This is an optimization exercise on Yosys and OpenROAD, whose aim is small area and a short achievable clock period, not a production implementation. At most, simulation tests tie the RTL to the original design; equivalence was not proved.

## trial 49
==> flow/design.v <==
module xgmii_rx_stats #(
    parameter int NCH           = 4,
    parameter int CNT_W         = 16,
    parameter int TICKS_PER_SEC = 50000,
    parameter int MAX_LEN       = 1518
) (
    input  logic                 sys_clk,
    input  logic                 sys_rst,
    input  logic [64*NCH-1:0]    xgmii_rxd,
    input  logic [8*NCH-1:0]     xgmii_rxc,
    input  logic                 clear,
    output logic                 sec_tick,
    output logic [CNT_W*NCH-1:0] rx_pps,
    output logic [CNT_W*NCH-1:0] rx_throughput,
    output logic [CNT_W*NCH-1:0] rx_errors
);
    localparam int TW = (TICKS_PER_SEC > 1) ?
                        $clog2(TICKS_PER_SEC) : 1;
    localparam logic [TW-1:0] TC = TW'(TICKS_PER_SEC - 1);
    localparam int LW = 12;
    localparam logic [LW-1:0] LMAX = {1'b0, {(LW-1){1'b1}}};
    localparam int PW0 = $clog2(8 * TICKS_PER_SEC / 73 + 2);
    localparam int PW  = (PW0 < CNT_W) ? PW0 : CNT_W;
    logic [TW-1:0] win_q;
    logic          tick_q;
    logic          win_end;
    assign win_end = (win_q == TC);
    always_ff @(posedge sys_clk or posedge sys_rst) begin
        if (sys_rst) begin
            win_q  <= '0;
            tick_q <= 1'b0;
        end else begin
            win_q  <= (clear || win_end) ? '0 : win_q + 1'b1;
            tick_q <= !clear && win_end;
        end
    end
    assign sec_tick = tick_q;
    for (genvar k = 0; k < NCH; k++) begin : g_ch
        logic             st_q;
        logic [LW-1:0]    lm_q, lm_d;
        logic [PW-1:0]    pps_q, opps_q, p;
        logic [CNT_W-1:0] byt_q, err_q;
        logic [CNT_W-1:0] obyt_q, oerr_q;
        logic [CNT_W-1:0] b, e;
        logic [7:0] ctl, dat, trm, erl, bnd;
        logic       s0, s4;
        logic [8:0] nb;              
        logic [3:0] ds;              
        logic       eb;              
        logic       any_b, any_ft, good;
        logic [1:0]     ea;
        logic           ex;
        logic [CNT_W:0] eu, ev, bx, by;
        logic [3:0]     esj;
        logic [7:0]     bsj;
        logic [7:0] rng;             
        always_comb begin
            for (int i = 0; i < 8; i++) begin
                logic [7:0] byt;
                logic       hi;
                byt    = xgmii_rxd[64*k + 8*i +: 8];
                hi     = &byt[7:3];
                ctl[i] = xgmii_rxc[8*k + i];
                dat[i] = !ctl[i];
                trm[i] = ctl[i] && hi && byt[2:0] == 3'b101;
                erl[i] = ctl[i] && hi && byt[2:0] == 3'b110;
            end
            s0 = ctl[0] && xgmii_rxd[64*k +: 8] == 8'hFB;
            s4 = ctl[4] && xgmii_rxd[64*k + 32 +: 8] == 8'hFB;
            bnd = trm | {3'b000, s4, 3'b000, s0};
            nb[0] = 1'b1;
            for (int i = 0; i < 8; i++)
                nb[i+1] = nb[i] && !bnd[i];
            any_b  = !nb[8];
            any_ft = |(trm & nb[7:0]);
            eb     = |(erl & nb[7:0]);
            begin
                logic [2:0] da, db;
                logic [4:0] nbb;     
                nbb[0] = 1'b1;
                for (int i = 0; i < 4; i++)
                    nbb[i+1] = nbb[i] && !bnd[4+i];
                da = 3'd0;
                db = 3'd0;
                for (int i = 0; i < 4; i++) begin
                    if (dat[i] && nb[i]) da = da + 3'd1;
                    if (dat[4+i] && nbb[i]) db = db + 3'd1;
                end
                ds = {1'b0, da} + (nb[4] ? {1'b0, db} : 4'd0);
            end
            for (int j = 0; j < 8; j++)
                rng[j] = !lm_q[LW-1] &&
                         (lm_q >= LW'(64 - j)) &&
                         (lm_q <= LW'(MAX_LEN - j));
            good = st_q && any_ft && !eb && rng[ds[2:0]];
            ea = {1'b0, s0 && |bnd[7:1]} + {1'b0, s4 && |trm[7:5]};
            ex = st_q && any_b;
            for (int j = 0; j < 4; j++)
                esj[j] = ({1'b0, err_q} + (CNT_W+1)'(j)) >> CNT_W;
            eu = {1'b0, err_q} + {{(CNT_W-1){1'b0}}, ea};
            ev = {1'b0, err_q} + {{(CNT_W-1){1'b0}}, ea} +
                 {{CNT_W{1'b0}}, ex};
            e  = good ? (esj[ea] ? '1 : eu[CNT_W-1:0])
                      : (esj[ea + {1'b0, ex}] ? '1 : ev[CNT_W-1:0]);
            p = pps_q + {{(PW-1){1'b0}}, good};
            bx = {1'b0, byt_q} + {{(CNT_W+2-LW){1'b0}}, lm_q[LW-2:0]};
            for (int j = 0; j < 8; j++)
                bsj[j] = (bx + (CNT_W+1)'(j)) >> CNT_W;
            by = bx + {{(CNT_W-2){1'b0}}, ds[2:0]};
            b  = !good ? byt_q : (bsj[ds[2:0]] ? '1 : by[CNT_W-1:0]);
            if (!any_b) begin
                logic [LW-1:0] ls;
                ls   = lm_q + {{(LW-4){1'b0}}, ds};
                lm_d = (eb || (!lm_q[LW-1] && ls[LW-1])) ?
                       LMAX : ls;
            end else if (s4) begin
                lm_d = (|erl[7:5]) ? LMAX :
                       LW'({2'b00, dat[5]} + {2'b00, dat[6]} + {2'b00, dat[7]}) - LW'(7);
            end else begin
                lm_d = (|erl[7:1]) ? LMAX :
                       LW'({2'b00, dat[1]} + {2'b00, dat[2]} + {2'b00, dat[3]} +
                           {2'b00, dat[4]} + {2'b00, dat[5]} + {2'b00, dat[6]} +
                           {2'b00, dat[7]}) - LW'(7);
            end
        end
        always_ff @(posedge sys_clk or posedge sys_rst) begin
            if (sys_rst) begin
                st_q   <= 1'b0;
                pps_q  <= '0;
                byt_q  <= '0;
                err_q  <= '0;
                opps_q <= '0;
                obyt_q <= '0;
                oerr_q <= '0;
            end else begin
                if (any_b)
                    st_q <= (s4 && !(|trm[7:5])) || (s0 && !(|bnd[7:1]));
                if (clear) begin
                    pps_q  <= '0;
                    byt_q  <= '0;
                    err_q  <= '0;
                    opps_q <= '0;
                    obyt_q <= '0;
                    oerr_q <= '0;
                end else if (win_end) begin
                    pps_q  <= '0;
                    byt_q  <= '0;
                    err_q  <= '0;
                    opps_q <= p;
                    obyt_q <= b;
                    oerr_q <= e;
                end else begin
                    pps_q  <= p;
                    byt_q  <= b;
                    err_q  <= e;
                end
            end
        end
        always_ff @(posedge sys_clk)
            lm_q <= lm_d;
        assign rx_pps[CNT_W*k +: CNT_W]        = CNT_W'(opps_q);
        assign rx_throughput[CNT_W*k +: CNT_W] = obyt_q;
        assign rx_errors[CNT_W*k +: CNT_W]     = oerr_q;
    end
endmodule
module xgmii_rx_stats_top (
    input  logic          sys_clk,
    input  logic          sys_rst,
    input  logic [255:0]  xgmii_rxd,
    input  logic [31:0]   xgmii_rxc,
    input  logic          clear,
    output logic          sec_tick,
    output logic [63:0]   rx_pps,
    output logic [63:0]   rx_throughput,
    output logic [63:0]   rx_errors
);
    xgmii_rx_stats #(
        .NCH          (4),
        .CNT_W        (16),
        .TICKS_PER_SEC(50000),
        .MAX_LEN      (1518)
    ) u_stats (
        .sys_clk      (sys_clk),
        .sys_rst      (sys_rst),
        .xgmii_rxd    (xgmii_rxd),
        .xgmii_rxc    (xgmii_rxc),
        .clear        (clear),
        .sec_tick     (sec_tick),
        .rx_pps       (rx_pps),
        .rx_throughput(rx_throughput),
        .rx_errors    (rx_errors)
    );
endmodule
export LEC_CHECK = 0
export CAP_MARGIN = 20
export CORE_MARGIN = 2
export CORE_UTILIZATION = 40
export CTS_CLUSTER_DIAMETER = 100
export CTS_CLUSTER_SIZE = 24
export SLEW_MARGIN = 20
create_clock -name core_clock -period 20.0 [get_ports {sys_clk}]
standard.sh (not shown) runs the stock make flow with config.mk's settings and CLKGATE_MAP_FILE= SYNTH_SCRIPT=/design/flow/synth_recipe.tcl, a recipe that flattens the netlist after the stock synthesis.
==> flow/flow/run.sh <==
#!/bin/bash
# The standard layout (standard.sh) with these changes:
#  - synthesis: the standard script (synth_recipe.tcl) with ABC run on
#    flow/map.abc instead of ORFS's speed script, and adders left to ABC
#    (no full-adder cell mapping); registers are mapped exactly as before;
#  - port buffers are plain buf_1 cells;
#  - timing repair aims SETUP_SLACK_MARGIN ns beyond the constraint.
set -euo pipefail
here=$(pwd)
export MY_ABC_SCRIPT=$here/flow/map.abc
export ADDER_MAP_FILE=
export BUFFER_PORTS_ARGS="-buffer_cell sky130_fd_sc_hd__buf_1"
export SETUP_SLACK_MARGIN=${SETUP_SLACK_MARGIN:-12}
sed "s#SYNTH_SCRIPT=[^ ]*#SYNTH_SCRIPT=$here/flow/synth.tcl#" standard.sh > standard_own.sh
grep -q "SYNTH_SCRIPT=$here/flow/synth.tcl" standard_own.sh
bash standard_own.sh > flow_make.log 2>&1
==> flow/flow/map.abc <==
strash
&get -n
&syn2
&dch -f
&nf
&put
buffer -c
upsize -c
dnsize -c
==> flow/flow/synth.tcl <==
proc synth {args} { yosys synth -nofsm -noshare {*}$args }
proc abc {args} {
  set i [lsearch -exact $args -script]
  if { $i >= 0 && [info exists ::env(MY_ABC_SCRIPT)] && $::env(MY_ABC_SCRIPT) ne "" } {
    lset args [expr { $i + 1 }] $::env(MY_ABC_SCRIPT)
  }
  yosys abc {*}$args
}
source $::env(SCRIPTS_DIR)/synth.tcl
# left out here: clear keep_hierarchy, flatten, clean up, hide names made inside functions, write 1_2_yosys.v
Trial 49 went all the way through synthesis, placement and routing and the layout is clean on timing, DRC and antenna.
For build 76, these inputs were changed with respect to trial 49:
--- a/flow/design.v
+++ b/flow/design.v
@@ -49,7 +49,6 @@
         logic       eb;              
         logic       any_b, any_ft, good;
-        logic [1:0]     ea;
-        logic           ex;
-        logic [CNT_W:0] eu, ev, bx, by;
+        logic [1:0]     err_n;
+        logic [CNT_W:0] es, bx, by;
         logic [3:0]     esj;
         logic [7:0]     bsj;
@@ -94,13 +93,11 @@
                          (lm_q <= LW'(MAX_LEN - j));
             good = st_q && any_ft && !eb && rng[ds[2:0]];
-            ea = {1'b0, s0 && |bnd[7:1]} + {1'b0, s4 && |trm[7:5]};
-            ex = st_q && any_b;
+            err_n = {1'b0, st_q && any_b && !good}
+                  + {1'b0, s0 && |bnd[7:1]}
+                  + {1'b0, s4 && |trm[7:5]};
             for (int j = 0; j < 4; j++)
                 esj[j] = ({1'b0, err_q} + (CNT_W+1)'(j)) >> CNT_W;
-            eu = {1'b0, err_q} + {{(CNT_W-1){1'b0}}, ea};
-            ev = {1'b0, err_q} + {{(CNT_W-1){1'b0}}, ea} +
-                 {{CNT_W{1'b0}}, ex};
-            e  = good ? (esj[ea] ? '1 : eu[CNT_W-1:0])
-                      : (esj[ea + {1'b0, ex}] ? '1 : ev[CNT_W-1:0]);
+            es = {1'b0, err_q} + {{(CNT_W-1){1'b0}}, err_n};
+            e  = esj[err_n] ? '1 : es[CNT_W-1:0];
             p = pps_q + {{(PW-1){1'b0}}, good};
             bx = {1'b0, byt_q} + {{(CNT_W+2-LW){1'b0}}, lm_q[LW-2:0]};
==> comparison <==
Build 76 -> trial 49: number of buffers added on ports delta 0, exact match. Cells: build 76 has fewer instances than trial 49. Across both runs, relative area change from synthesis to final layout was higher for build 76 than for trial 49. From trial 49 to build 76 the numbers moved as follows: period utilization now larger, number of tap instances decreased 86.
Function not checked in trial 49: the RTL went through the layout flow alone.

[afterwards: timing with drivers on the ports]
In the flow no input, the clock included, has a driving cell. The finished layouts below were timed again as built, in two steps. Step 1, drivers: a clkbuf_16 drives sys_clk and a buf_2 each remaining input, both assumed. Step 2 also shifts input and output timing later by t, the mid clock arrival at the registers, as if the neighbouring blocks saw the same clock. Three values: no drivers, after step 1, after step 2; two values: the first two.
run | t (ns) | setup WS [ns] | slew at the worst register clock pin (ns)
trial 49 | 0.640 | 12.274 / 12.308 / 11.668 | 0.11 / 0.11
build 76 | 0.623 | 12.178 / 12.190 / 11.567 | 0.10 / 0.10
After both steps setup and hold are still met in every run listed. The setup slack of build 76, which loses most, moves by +0.012 ns with the drivers and by -0.611 ns with both steps.
